What follows belongs to an exercise in optimizing a design on an open flow for small area, a short achievable clock period and few clock cycles per item; a production flow would make more cautious choices.
Only simulation tests tie the RTL to the original design; equivalence was not proved.
Power figures rest on the tool's default switching activity, not on a simulated workload.

==> flow/config.mk <==
export PLATFORM = sky130hd
export DESIGN_NAME = keypad_press_autorepeat
export DESIGN_NICKNAME = keypad_press_autorepeat
export VERILOG_FILES = /design/flow/design.v
export SDC_FILE = /design/flow/constraint.sdc
export NUM_CORES = 4
export LEC_CHECK = 0
export CAP_MARGIN = 20
export CORE_MARGIN = 2
export CORE_UTILIZATION = 40
export SLEW_MARGIN = 20
==> flow/constraint.sdc <==
create_clock -name core_clock -period 10.0 [get_ports {clk}]
set_input_delay 2.0000 -clock core_clock [delete_from_list [all_inputs] [get_ports {clk}]]
set_output_delay 2.0000 -clock core_clock [all_outputs]
set_load 0.01 [all_outputs]
==> flow/design.v <==
package kpa_pkg;
    localparam int KEY_VEC_W = 64;
    localparam int KEY_IDX_W = 6;
    localparam int KEY_MAX   = 64;
    localparam int ROW_W     = 3;
    localparam int COL_W     = 3;
    localparam int TICK_W    = 32;
    localparam int DELAY_W   = 31;
    localparam int S_TDATA_W = 104;
    localparam int M_TDATA_W = 8;
    localparam int            CFG_IDX_W           = 2;
    localparam logic [1:0]    CFG_INITIAL_DELAY   = 2'd0;
    localparam logic [1:0]    CFG_REPEAT_INTERVAL = 2'd1;
    localparam logic [1:0]    CFG_REPEAT_KEY_MASK = 2'd2;
    localparam logic [DELAY_W-1:0]   RST_INITIAL_DELAY   = 31'd500;
    localparam logic [DELAY_W-1:0]   RST_REPEAT_INTERVAL = 31'd100;
    localparam logic [KEY_VEC_W-1:0] RST_REPEAT_KEY_MASK = 64'h0000_0000_0018_1800;
    typedef enum logic [1:0] {
        REQ_UI_SCAN    = 2'd0,
        REQ_GAME_SCAN  = 2'd1,
        REQ_CLR_UI     = 2'd2,
        REQ_CLR_GAME   = 2'd3
    } kpa_req_t;
    typedef struct packed {
        kpa_req_t               req;
        logic [KEY_VEC_W-1:0]   matrix;
        logic                   modifier_on;
        logic [TICK_W-1:0]      tick_now;
    } kpa_item_t;
    typedef struct packed {
        logic [DELAY_W-1:0]     initial_delay;
        logic [DELAY_W-1:0]     repeat_interval;
        logic [KEY_VEC_W-1:0]   repeat_key_mask;
    } kpa_cfg_t;
endpackage
import kpa_pkg::*;
module kpa_front #(
    parameter int NUM_KEYS = 64
) (
    input  logic                          clk,
    input  logic                          rst_n,
    input  logic                          s_tvalid,
    output logic                          s_tready,
    input  logic [kpa_pkg::S_TDATA_W-1:0] s_tdata,
    input  logic [1:0]                    s_tuser,
    output logic                          q_valid,
    input  logic                          q_ready,
    output kpa_pkg::kpa_item_t            q_item
);
    localparam logic [KEY_VEC_W-1:0] KEY_SPACE =
        (NUM_KEYS >= KEY_MAX) ? {KEY_VEC_W{1'b1}}
                              : ((KEY_VEC_W'(1) << NUM_KEYS) - KEY_VEC_W'(1));
    kpa_pkg::kpa_item_t   q_mem0_reg, q_mem1_reg;
    logic        wr_ptr_reg, wr_ptr_next;
    logic        rd_ptr_reg, rd_ptr_next;
    logic [1:0]  count_reg, count_next;
    logic        push, pop;
    kpa_pkg::kpa_item_t   in_item;
    always_comb
    begin
        in_item.req         = kpa_pkg::kpa_req_t'(s_tuser);
        in_item.matrix      = s_tdata[63:0] & KEY_SPACE;
        in_item.modifier_on = s_tdata[64];
        in_item.tick_now    = s_tdata[96:65];
    end
    assign s_tready = (count_reg != 2'd2);
    assign q_valid  = (count_reg != 2'd0);
    assign q_item   = rd_ptr_reg ? q_mem1_reg : q_mem0_reg;
    assign push     = s_tvalid && s_tready;
    assign pop      = q_valid && q_ready;
    always_comb
    begin
        wr_ptr_next = push ? ~wr_ptr_reg : wr_ptr_reg;
        rd_ptr_next = pop  ? ~rd_ptr_reg : rd_ptr_reg;
        count_next  = count_reg;
        if (push && !pop)
        begin
            count_next = count_reg + 2'd1;
        end
        else if (pop && !push)
        begin
            count_next = count_reg - 2'd1;
        end
    end
    always_ff @(posedge clk or negedge rst_n)
    begin
        if (!rst_n)
        begin
            wr_ptr_reg <= 1'b0;
            rd_ptr_reg <= 1'b0;
            count_reg  <= 2'd0;
        end
        else
        begin
            wr_ptr_reg <= wr_ptr_next;
            rd_ptr_reg <= rd_ptr_next;
            count_reg  <= count_next;
        end
    end
    always_ff @(posedge clk)
    begin
        if (push && !wr_ptr_reg)
        begin
            q_mem0_reg <= in_item;
        end
        if (push && wr_ptr_reg)
        begin
            q_mem1_reg <= in_item;
        end
    end
endmodule
import kpa_pkg::*;
module kpa_back #(
    parameter int ROWS = 8,
    parameter int COLS = 8
) (
    input  logic                          clk,
    input  logic                          rst_n,
    input  kpa_pkg::kpa_cfg_t             cfg,
    input  logic                          q_valid,
    output logic                          q_ready,
    input  kpa_pkg::kpa_item_t            q_item,
    output logic                          m_tvalid,
    input  logic                          m_tready,
    output logic [kpa_pkg::M_TDATA_W-1:0] m_tdata,
    output logic                          m_tuser,
    output logic                          m_tlast
);
    localparam logic [ROW_W-1:0] LAST_ROW = ROW_W'(ROWS - 1);
    localparam logic [COL_W-1:0] LAST_COL = COL_W'(COLS - 1);
    typedef enum logic [1:0] {
        ST_IDLE,
        ST_RUN,
        ST_FLUSH
    } state_t;
    state_t                 state_reg, state_next;
    logic [KEY_VEC_W-1:0]   ui_held_reg, ui_held_next;
    logic [KEY_VEC_W-1:0]   game_held_reg, game_held_next;
    logic [KEY_VEC_W-1:0]   armed_reg, armed_next;
    logic [KEY_VEC_W-1:0]   dvalid_reg, dvalid_next;
    kpa_pkg::kpa_item_t              item_reg, item_next;
    logic                   any_reg, any_next;
    logic [KEY_IDX_W-1:0]   rd_idx_reg, rd_idx_next;
    logic [ROW_W-1:0]       rd_row_reg, rd_row_next;
    logic [COL_W-1:0]       rd_col_reg, rd_col_next;
    logic                   rd_more_reg, rd_more_next;
    logic                   ev_valid_reg, ev_valid_next;
    logic [KEY_IDX_W-1:0]   ev_idx_reg, ev_idx_next;
    logic [ROW_W-1:0]       ev_row_reg, ev_row_next;
    logic [COL_W-1:0]       ev_col_reg, ev_col_next;
    logic                   pend_valid_reg, pend_valid_next;
    logic [ROW_W-1:0]       pend_row_reg, pend_row_next;
    logic [COL_W-1:0]       pend_col_reg, pend_col_next;
    logic                   out_valid_reg, out_valid_next;
    logic                   out_press_reg, out_press_next;
    logic [ROW_W-1:0]       out_row_reg, out_row_next;
    logic [COL_W-1:0]       out_col_reg, out_col_next;
    logic                   out_last_reg, out_last_next;
    logic                   out_any_reg, out_any_next;
    logic [TICK_W-1:0]      dl_mem [KEY_MAX];
    logic [TICK_W-1:0]      rdata_reg;
    logic                   mem_re, mem_we;
    logic [TICK_W-1:0]      mem_wdata;
    logic                   adv;
    logic                   k_down, k_held, k_armed, k_mask;
    logic [TICK_W-1:0]      k_deadline, k_diff;
    logic                   k_emit, k_write, k_arm_set, k_arm_clr;
    assign adv      = !(out_valid_reg && !m_tready);
    assign q_ready  = (state_reg == ST_IDLE);
    assign m_tvalid = out_valid_reg;
    assign m_tuser  = out_press_reg;
    assign m_tlast  = out_last_reg;
    assign m_tdata  = {1'b0, out_any_reg, out_col_reg, out_row_reg};
    always_comb
    begin
        k_down     = item_reg.matrix[ev_idx_reg];
        k_held     = ui_held_reg[ev_idx_reg];
        k_armed    = armed_reg[ev_idx_reg];
        k_mask     = cfg.repeat_key_mask[ev_idx_reg];
        k_deadline = dvalid_reg[ev_idx_reg] ? rdata_reg : '0;
        k_diff     = item_reg.tick_now - k_deadline;
        k_emit     = 1'b0;
        k_write    = 1'b0;
        k_arm_set  = 1'b0;
        k_arm_clr  = 1'b0;
        mem_wdata  = item_reg.tick_now + {1'b0, cfg.initial_delay};
        if (item_reg.req == REQ_GAME_SCAN)
        begin
            k_emit = k_down && !game_held_reg[ev_idx_reg];
        end
        else if (k_down && !k_held)
        begin
            k_arm_set = k_mask && !item_reg.modifier_on;
            k_arm_clr = !k_arm_set;
            k_write   = 1'b1;
            k_emit    = 1'b1;
        end
        else if (k_down && k_armed)
        begin
            if (item_reg.modifier_on)
            begin
                k_arm_clr = 1'b1;
            end
            else if (!k_diff[TICK_W-1])
            begin
                k_emit    = 1'b1;
                k_write   = 1'b1;
                mem_wdata = item_reg.tick_now + {1'b0, cfg.repeat_interval};
            end
        end
        else if (!k_down)
        begin
            k_arm_clr = 1'b1;
        end
    end
    assign mem_re = (state_reg == ST_RUN) && adv && rd_more_reg;
    assign mem_we = (state_reg == ST_RUN) && adv && ev_valid_reg && k_write;
    always_comb
    begin
        state_next      = state_reg;
        ui_held_next    = ui_held_reg;
        game_held_next  = game_held_reg;
        armed_next      = armed_reg;
        dvalid_next     = dvalid_reg;
        item_next       = item_reg;
        any_next        = any_reg;
        rd_idx_next     = rd_idx_reg;
        rd_row_next     = rd_row_reg;
        rd_col_next     = rd_col_reg;
        rd_more_next    = rd_more_reg;
        ev_valid_next   = ev_valid_reg;
        ev_idx_next     = ev_idx_reg;
        ev_row_next     = ev_row_reg;
        ev_col_next     = ev_col_reg;
        pend_valid_next = pend_valid_reg;
        pend_row_next   = pend_row_reg;
        pend_col_next   = pend_col_reg;
        out_valid_next  = out_valid_reg && !m_tready;
        out_press_next  = out_press_reg;
        out_row_next    = out_row_reg;
        out_col_next    = out_col_reg;
        out_last_next   = out_last_reg;
        out_any_next    = out_any_reg;
        case (state_reg)
            ST_IDLE:
            begin
                if (q_valid)
                begin
                    item_next       = q_item;
                    pend_valid_next = 1'b0;
                    rd_idx_next     = '0;
                    rd_row_next     = '0;
                    rd_col_next     = '0;
                    rd_more_next    = 1'b1;
                    ev_valid_next   = 1'b0;
                    case (q_item.req)
                        REQ_UI_SCAN:
                        begin
                            any_next   = |q_item.matrix;
                            state_next = ST_RUN;
                        end
                        REQ_GAME_SCAN:
                        begin
                            any_next   = |ui_held_reg;
                            state_next = ST_RUN;
                        end
                        REQ_CLR_UI:
                        begin
                            ui_held_next = '0;
                            armed_next   = '0;
                            dvalid_next  = '0;
                            any_next     = 1'b0;
                            state_next   = ST_FLUSH;
                        end
                        default:
                        begin
                            game_held_next = '0;
                            any_next       = |ui_held_reg;
                            state_next     = ST_FLUSH;
                        end
                    endcase
                end
            end
            ST_RUN:
            begin
                if (adv)
                begin
                    if (rd_more_reg)
                    begin
                        ev_valid_next = 1'b1;
                        ev_idx_next   = rd_idx_reg;
                        ev_row_next   = rd_row_reg;
                        ev_col_next   = rd_col_reg;
                        rd_idx_next   = rd_idx_reg + KEY_IDX_W'(1);
                        if (rd_col_reg == LAST_COL)
                        begin
                            rd_col_next = '0;
                            if (rd_row_reg == LAST_ROW)
                            begin
                                rd_more_next = 1'b0;
                            end
                            else
                            begin
                                rd_row_next = rd_row_reg + ROW_W'(1);
                            end
                        end
                        else
                        begin
                            rd_col_next = rd_col_reg + COL_W'(1);
                        end
                    end
                    else
                    begin
                        ev_valid_next = 1'b0;
                    end
                    if (ev_valid_reg)
                    begin
                        if (k_arm_set)
                        begin
                            armed_next[ev_idx_reg] = 1'b1;
                        end
                        if (k_arm_clr)
                        begin
                            armed_next[ev_idx_reg] = 1'b0;
                        end
                        if (k_write)
                        begin
                            dvalid_next[ev_idx_reg] = 1'b1;
                        end
                        if (k_emit)
                        begin
                            if (pend_valid_reg)
                            begin
                                out_valid_next = 1'b1;
                                out_press_next = 1'b1;
                                out_row_next   = pend_row_reg;
                                out_col_next   = pend_col_reg;
                                out_last_next  = 1'b0;
                                out_any_next   = any_reg;
                            end
                            pend_valid_next = 1'b1;
                            pend_row_next   = ev_row_reg;
                            pend_col_next   = ev_col_reg;
                        end
                        if (!rd_more_reg)
                        begin
                            state_next = ST_FLUSH;
                        end
                    end
                end
            end
            ST_FLUSH:
            begin
                if (adv)
                begin
                    out_valid_next = 1'b1;
                    out_press_next = pend_valid_reg;
                    out_row_next   = pend_valid_reg ? pend_row_reg : '0;
                    out_col_next   = pend_valid_reg ? pend_col_reg : '0;
                    out_last_next  = 1'b1;
                    out_any_next   = any_reg;
                    if (item_reg.req == REQ_UI_SCAN)
                    begin
                        ui_held_next = item_reg.matrix;
                    end
                    else if (item_reg.req == REQ_GAME_SCAN)
                    begin
                        game_held_next = item_reg.matrix;
                    end
                    state_next = ST_IDLE;
                end
            end
            default:
            begin
                state_next = ST_IDLE;
            end
        endcase
    end
    always_ff @(posedge clk or negedge rst_n)
    begin
        if (!rst_n)
        begin
            state_reg      <= ST_IDLE;
            ui_held_reg    <= '0;
            game_held_reg  <= '0;
            armed_reg      <= '0;
            dvalid_reg     <= '0;
            rd_more_reg    <= 1'b0;
            ev_valid_reg   <= 1'b0;
            pend_valid_reg <= 1'b0;
            out_valid_reg  <= 1'b0;
        end
        else
        begin
            state_reg      <= state_next;
            ui_held_reg    <= ui_held_next;
            game_held_reg  <= game_held_next;
            armed_reg      <= armed_next;
            dvalid_reg     <= dvalid_next;
            rd_more_reg    <= rd_more_next;
            ev_valid_reg   <= ev_valid_next;
            pend_valid_reg <= pend_valid_next;
            out_valid_reg  <= out_valid_next;
        end
    end
    always_ff @(posedge clk)
    begin
        item_reg      <= item_next;
        any_reg       <= any_next;
        rd_idx_reg    <= rd_idx_next;
        rd_row_reg    <= rd_row_next;
        rd_col_reg    <= rd_col_next;
        ev_idx_reg    <= ev_idx_next;
        ev_row_reg    <= ev_row_next;
        ev_col_reg    <= ev_col_next;
        pend_row_reg  <= pend_row_next;
        pend_col_reg  <= pend_col_next;
        out_press_reg <= out_press_next;
        out_row_reg   <= out_row_next;
        out_col_reg   <= out_col_next;
        out_last_reg  <= out_last_next;
        out_any_reg   <= out_any_next;
    end
    always_ff @(posedge clk)
    begin
        if (mem_we)
        begin
            dl_mem[ev_idx_reg] <= mem_wdata;
        end
        if (mem_re)
        begin
            rdata_reg <= dl_mem[rd_idx_reg];
        end
    end
endmodule
import kpa_pkg::*;
module keypad_press_autorepeat #(
    parameter int ROWS = 8,
    parameter int COLS = 8
) (
    input  logic                          clk,
    input  logic                          rst_n,
    input  logic                          s_tvalid,
    output logic                          s_tready,
    input  logic [kpa_pkg::S_TDATA_W-1:0] s_tdata,
    input  logic [1:0]                    s_tuser,
    output logic                          m_tvalid,
    input  logic                          m_tready,
    output logic [kpa_pkg::M_TDATA_W-1:0] m_tdata,
    output logic                          m_tuser,
    output logic                          m_tlast,
    input  logic                          cfg_valid,
    output logic                          cfg_ready,
    input  logic [kpa_pkg::CFG_IDX_W-1:0] cfg_index,
    input  logic [kpa_pkg::KEY_VEC_W-1:0] cfg_data
);
    kpa_pkg::kpa_cfg_t   cfg_reg;
    logic       q_valid, q_ready;
    kpa_pkg::kpa_item_t  q_item;
    assign cfg_ready = 1'b1;
    always_ff @(posedge clk or negedge rst_n)
    begin
        if (!rst_n)
        begin
            cfg_reg.initial_delay   <= RST_INITIAL_DELAY;
            cfg_reg.repeat_interval <= RST_REPEAT_INTERVAL;
            cfg_reg.repeat_key_mask <= RST_REPEAT_KEY_MASK;
        end
        else if (cfg_valid && cfg_ready)
        begin
            case (cfg_index)
                CFG_INITIAL_DELAY:   cfg_reg.initial_delay   <= cfg_data[DELAY_W-1:0];
                CFG_REPEAT_INTERVAL: cfg_reg.repeat_interval <= cfg_data[DELAY_W-1:0];
                CFG_REPEAT_KEY_MASK: cfg_reg.repeat_key_mask <= cfg_data;
                default:
                begin
                end
            endcase
        end
    end
    kpa_front #(
        .NUM_KEYS (ROWS * COLS)
    ) u_front (
        .clk      (clk),
        .rst_n    (rst_n),
        .s_tvalid (s_tvalid),
        .s_tready (s_tready),
        .s_tdata  (s_tdata),
        .s_tuser  (s_tuser),
        .q_valid  (q_valid),
        .q_ready  (q_ready),
        .q_item   (q_item)
    );
    kpa_back #(
        .ROWS (ROWS),
        .COLS (COLS)
    ) u_back (
        .clk      (clk),
        .rst_n    (rst_n),
        .cfg      (cfg_reg),
        .q_valid  (q_valid),
        .q_ready  (q_ready),
        .q_item   (q_item),
        .m_tvalid (m_tvalid),
        .m_tready (m_tready),
        .m_tdata  (m_tdata),
        .m_tuser  (m_tuser),
        .m_tlast  (m_tlast)
    );
endmodule
==> flow/run.sh <==
#!/bin/bash
# synth_recipe.tcl (not shown) runs the flow's synth.tcl, then flattens the netlist and writes it again
# the make line also repeats each setting of config.mk as NAME=value (left out here)
make -C /OpenROAD-flow-scripts/flow DESIGN_CONFIG=/design/flow/config.mk WORK_HOME=/design/flow/orfs CLKGATE_MAP_FILE= SYNTH_SCRIPT=/design/flow/synth_recipe.tcl finish
==> results list <==
- Critical Path Fanout Max: 26
- The worst pin sits at a relative slew slack of 0.201.
- The detailed router finished its first iteration with 6,682 violations.
- For the pin with the worst max-slew slack, the measured transition is approximately 1.2 ns.
* Clock Latency Late Sink: around 0.92 ns
* Detail Placement HPWL: around 180,000 µm
- The first global-routing pass estimated 418,000 µm of wire.
- The number of setup buffers added after CTS is 0.
- The largest total area in the synthesized netlist belongs to sky130_fd_sc_hd__edfxtp_1.
- Dividing the final minimum period by the clock period gives 0.821.
- Syn Inst Count: 5,823
- Number of flip-flops in the largest register: 2,048
- Yosys reg bits: between 2,000 and 3,000
- The finished cells cover ~130,000 µm².
- Sorting the synthesized cells by area gives the leading types as sky130_fd_sc_hd__edfxtp_1 64%, sky130_fd_sc_hd__mux4_2 14%, sky130_fd_sc_hd__dfrtp_1 8.4%.
- Initial antenna violation count: 23
- Highest ir drop seen on vdd: 470 µV
* List of most frequent post-synthesis cells: 2,417 x sky130_fd_sc_hd__edfxtp_1, 699 x sky130_fd_sc_hd__mux4_2, 387 x sky130_fd_sc_hd__nand2_1, 379 x sky130_fd_sc_hd__dfrtp_1, 262 x sky130_fd_sc_hd__mux2_2
- For this run, the post-layout net count is 6,469.
- Clk sink count: 2,809
- Wires add up to just under 300,000 µm.
* Total overflow reported by the global router: 0
- The analysis attributes to net switching a power of ~15 mW.
- Per-instance average area after synthesis: ~19 µm²
- Crit end category: flop
- On the critical path, the stage with the largest delay is an instance of sky130_fd_sc_hd__nand3_1.
- The die covers roughly 290,000 µm².
- Via density: 5.78
- After clock tree synthesis, the repair step resized 0 gates.
- After synthesis, the share of flip-flops with an asynchronous set or reset is 0.140.
- In this design, the stage delay of the slowest critical-path cell is roughly 0.74 ns.
* Status: finished clean
* Cell family with most CP delay: compound AO/OA/AOI/OAI gates
- Drt pass-1 iters: 6
- The number of global-route vias before repair was ~59,000.
- Bufs on Longest Clock Path: 4
- Count of pins over their slew limit: 0
- The mapped netlist covers about 110,000 µm².
* Total number of vias: between 50,000 and 60,000
* Clock power share: 0.255
- At the worst endpoint, the arrival time is 8.70 ns.
- Post-Route Skew: 0.0863 ns
* Number of unique standard cell types used by synthesis: between 80 and 90
* Hold_ws: between 0.4 and 0.5 ns
- The filler cells instantiated in the layout total 23,400.
* Setup repair after global routing missed its margin: false
- Of the synthesized area, sequential elements account for 0.728.
- Y dimension of the die: 536 µm
- Number of buffers inserted during clock tree synthesis: between 200 and 300
- Synthesis produced a netlist with a net count of ~6,100.
- In this run the power density over the cells is between 300 and 400 nW/µm².
- Dominant cell by count in the synthesized netlist: sky130_fd_sc_hd__edfxtp_1
- Timing would allow up to 0.122 GHz.
* Leak Pwr: around 43 nW
- Clock-pin slew of the registers on the worst-case setup and hold paths: around 0.060 ns
- Dividing the detail-routed wire length by the instance count gives between 20 and 30 µm.
- Internal Dissipation: approximately 29 mW
- Detailed-route DRC error count: 0
- CTS placed an instance of sky130_fd_sc_hd__clkbuf_16 at the clock tree root.
- By instance count, the cell type seen most on the critical path is sky130_fd_sc_hd__a21o_1.
- Portion of synthesized cell area occupied by the leading cell type: 0.641
- Final RePlAce weighted congestion: between 0.8 and 0.9
* Initial standard-cell utilization of the core: 0.402
- Horiz. Die Dim: ~540 µm
* Sequential standard cell area: just over 80,000 µm²
- Of the total power, the share spent switching nets is 0.343.
- Walking the worst path, the cells encountered are inv_1 -> a221oi_1 -> o22ai_1 -> a311oi_2 -> nand4_1 -> buf_4 -> nand2_1 -> ha_1 -> a21o_1 -> a21o_1 -> a21o_1 -> a2111oi_0 -> nor4bb_1 -> a211oi_2 -> xnor2_2 -> o21ai_4 -> nand3_1 -> nor2_4 -> buf_4.
- Overall Power: between 40 and 50 mW
- The number of hold buffers added after CTS was 0.
* Commonest register cell after synthesis: sky130_fd_sc_hd__edfxtp_1
* Type of element launching the critical path: flop
- The count of endpoints failing hold in the final timing report was 0.
* Number of placement rows: 195
* I/O Buffers: between 150 and 200
- Setup violation total in the final timing report: 0
* Share of power burned in combinational logic: 0.330
- For the worst setup path, the data required time is approximately 10 ns.
- Counting both buffers and inverters, the worst setup path holds a total of 3.
- TritonCTS built the clock tree.
- Core footprint: between 200,000 and 300,000 µm²
- The area growth from synthesis to layout is 15.7%.
- Antenna violation net count after detailed routing: 0
* Number of enable flip-flop cells after synthesis: 2,417
- In this run the number of H-tree levels came out at 5.
- Yosys printed 3 warnings.
- Kind of path behind the tightest hold check: reg2reg
- Maximum number of pins on one net before global-route repair: 182
* Final TNS setup: 0 ns
- Of the total power, registers draw 0.415.
- Summing all multi-input logic gate instances after layout gives slightly above 30,000 µm².
- Shortest clock period the worst path allows after layout: 8.21 ns
- In the final layout, the share of cells above drive strength 1 is 0.272.
* Combined global-route utilization of all metal layers: 0.198
- Placed instance area: ~120,000 µm²
- Number of maximum-capacitance constraint violations: 0
- Top-level port count: 190
- Crit path kind: reg2reg
cell families after synthesis:
kind of cell,Yosys count,share of synthesized area
mux,990,0.168
buf+inv,359,0.0131
compound gates,684,0.0426
flops,2809,0.728
xor+xnor,65,0.00510
simple gates,807,0.0314
fa+ha+maj,107,0.0120
other cells,2,0.0000663
worst paths after layout:
kind | start | end | slack [ns] | cells after the start
hold reg to reg | u_back.ev_col_reg[0] | u_back.pend_col_reg[0] | 0.42 | 0
setup reg to reg | u_back.ev_idx_reg[2] | u_back.dl_mem[12][20] | 1.79 | 19
hold / removal | u_back.ev_col_reg[0] | u_back.pend_col_reg[0] | 0.42 | 0
min in group asynchronous | rst_n | cfg_reg[59] | 1.08 | 1
max in group asynchronous | rst_n | u_back.dvalid_reg[32] | 6.62 | 4
setup / recovery | u_back.ev_idx_reg[2] | u_back.dl_mem[12][20] | 1.79 | 19
cell type report:
class / count / share of cell area
Tap cell: 3743 / 0.0357
Inverter: 35 / 0.00102
Clock buffer: 357 / 0.0603
Clock inverter: 184 / 0.0152
Multi-Input combinational cell: 2655 / 0.231
Timing Repair Buffer: 387 / 0.0276
Sequential cell: 2809 / 0.629
Antenna cell: 10 / 0.000191
power by group through the flow:
stage                     clock [mW]  combinational, mW  sequential, mW
after detailed placement           0               14.4            18.4
after floorplan                    0               8.83            18.4
after global placement             0               14.0            18.4
final                           11.2               14.5            18.2
after global routing            11.8               15.6            18.2
after CTS                       11.4               14.5            18.2
per-stage QoR:
stage	worst slack, ns	util	instances
2_1_floorplan	2.41	-	5823
3_3_place_gp	2.02	0.429	9621
3_5_place_dp	1.91	0.429	9621
4_1_cts	1.88	0.464	10200
5_1_grt	1.47	0.465	10200
6_report	1.79	0.465	10200
metal layers:
layer,wire [µm],GRT usage
met1,128000,0.294
met4,6910,0.0525
met2,134000,0.306
met3,19700,0.0315
met5,0,0
cells in the final DEF, fill, tap and decap left out, drive strengths merged, types with 17 or more instances in the layout:
cell type         n
dfrtp           379
o22ai            17
a21o             42
mux2i            27
ha              105
mux4            699
nand3            45
nor2b            21
nor4             38
xnor2            34
clkdlybuf4s50   179
mux2            264
a32o             65
a211oi           17
a22o             68
clkbuf          358
a21oi            85
clkinv          129
a221oi           46
nor2            205
bufinv           33
o21ai           191
buf             207
inv              47
xor2             31
nand2           387
edfxtp         2417
nor3             20
a22oi            44
worst reg2reg max path, stage by stage (launching register included):
cell,delay (ns)
sky130_fd_sc_hd__edfxtp_1,0.72
sky130_fd_sc_hd__inv_1,0.61
sky130_fd_sc_hd__a221oi_1,0.40
sky130_fd_sc_hd__o22ai_1,0.17
sky130_fd_sc_hd__a311oi_2,0.45
sky130_fd_sc_hd__nand4_1,0.59
sky130_fd_sc_hd__buf_4,0.46
sky130_fd_sc_hd__nand2_1,0.12
sky130_fd_sc_hd__ha_1,0.24
sky130_fd_sc_hd__a21o_1,0.16
sky130_fd_sc_hd__a21o_1,0.16
sky130_fd_sc_hd__a21o_1,0.19
sky130_fd_sc_hd__a2111oi_0,0.37
sky130_fd_sc_hd__nor4bb_1,0.35
sky130_fd_sc_hd__a211oi_2,0.24
sky130_fd_sc_hd__xnor2_2,0.26
sky130_fd_sc_hd__o21ai_4,0.41
sky130_fd_sc_hd__nand3_1,0.74
sky130_fd_sc_hd__nor2_4,0.59
sky130_fd_sc_hd__buf_4,0.56
Testbench counts, summed over its fixed seeds: cycles 206,811, requests 3,200.

-- afterwards: timing with drivers on the ports --
Ports are ideal in the flow. The routed layout listed here was re-timed in OpenROAD. Step 1 sets driving cells, clkbuf_16 on the clock port and buf_2 on the other inputs (assumed; they add their load-dependent delay and slew). Step 2 adds t to the input delays and takes it off the output delays; t is the mean of the earliest and latest rising clock arrival at the registers after step 1. Input paths then give back, and output paths get back, about the clock's delay inside the block. Three values: no drivers, after step 1, after step 2; two values: the first two.
t, ns: 0.961
setup WS [ns]: 1.791 / 1.791 / 1.791
hold WS [ns]: 0.418 / 0.418 / 0.418
clock arrival spread, ns: 0.086 / 0.086
pins driven straight from the clock port: 1
After both steps setup and hold are still met in this run. The setup slack of this run moves by 0.000 ns with the drivers and by 0.000 ns with both steps.
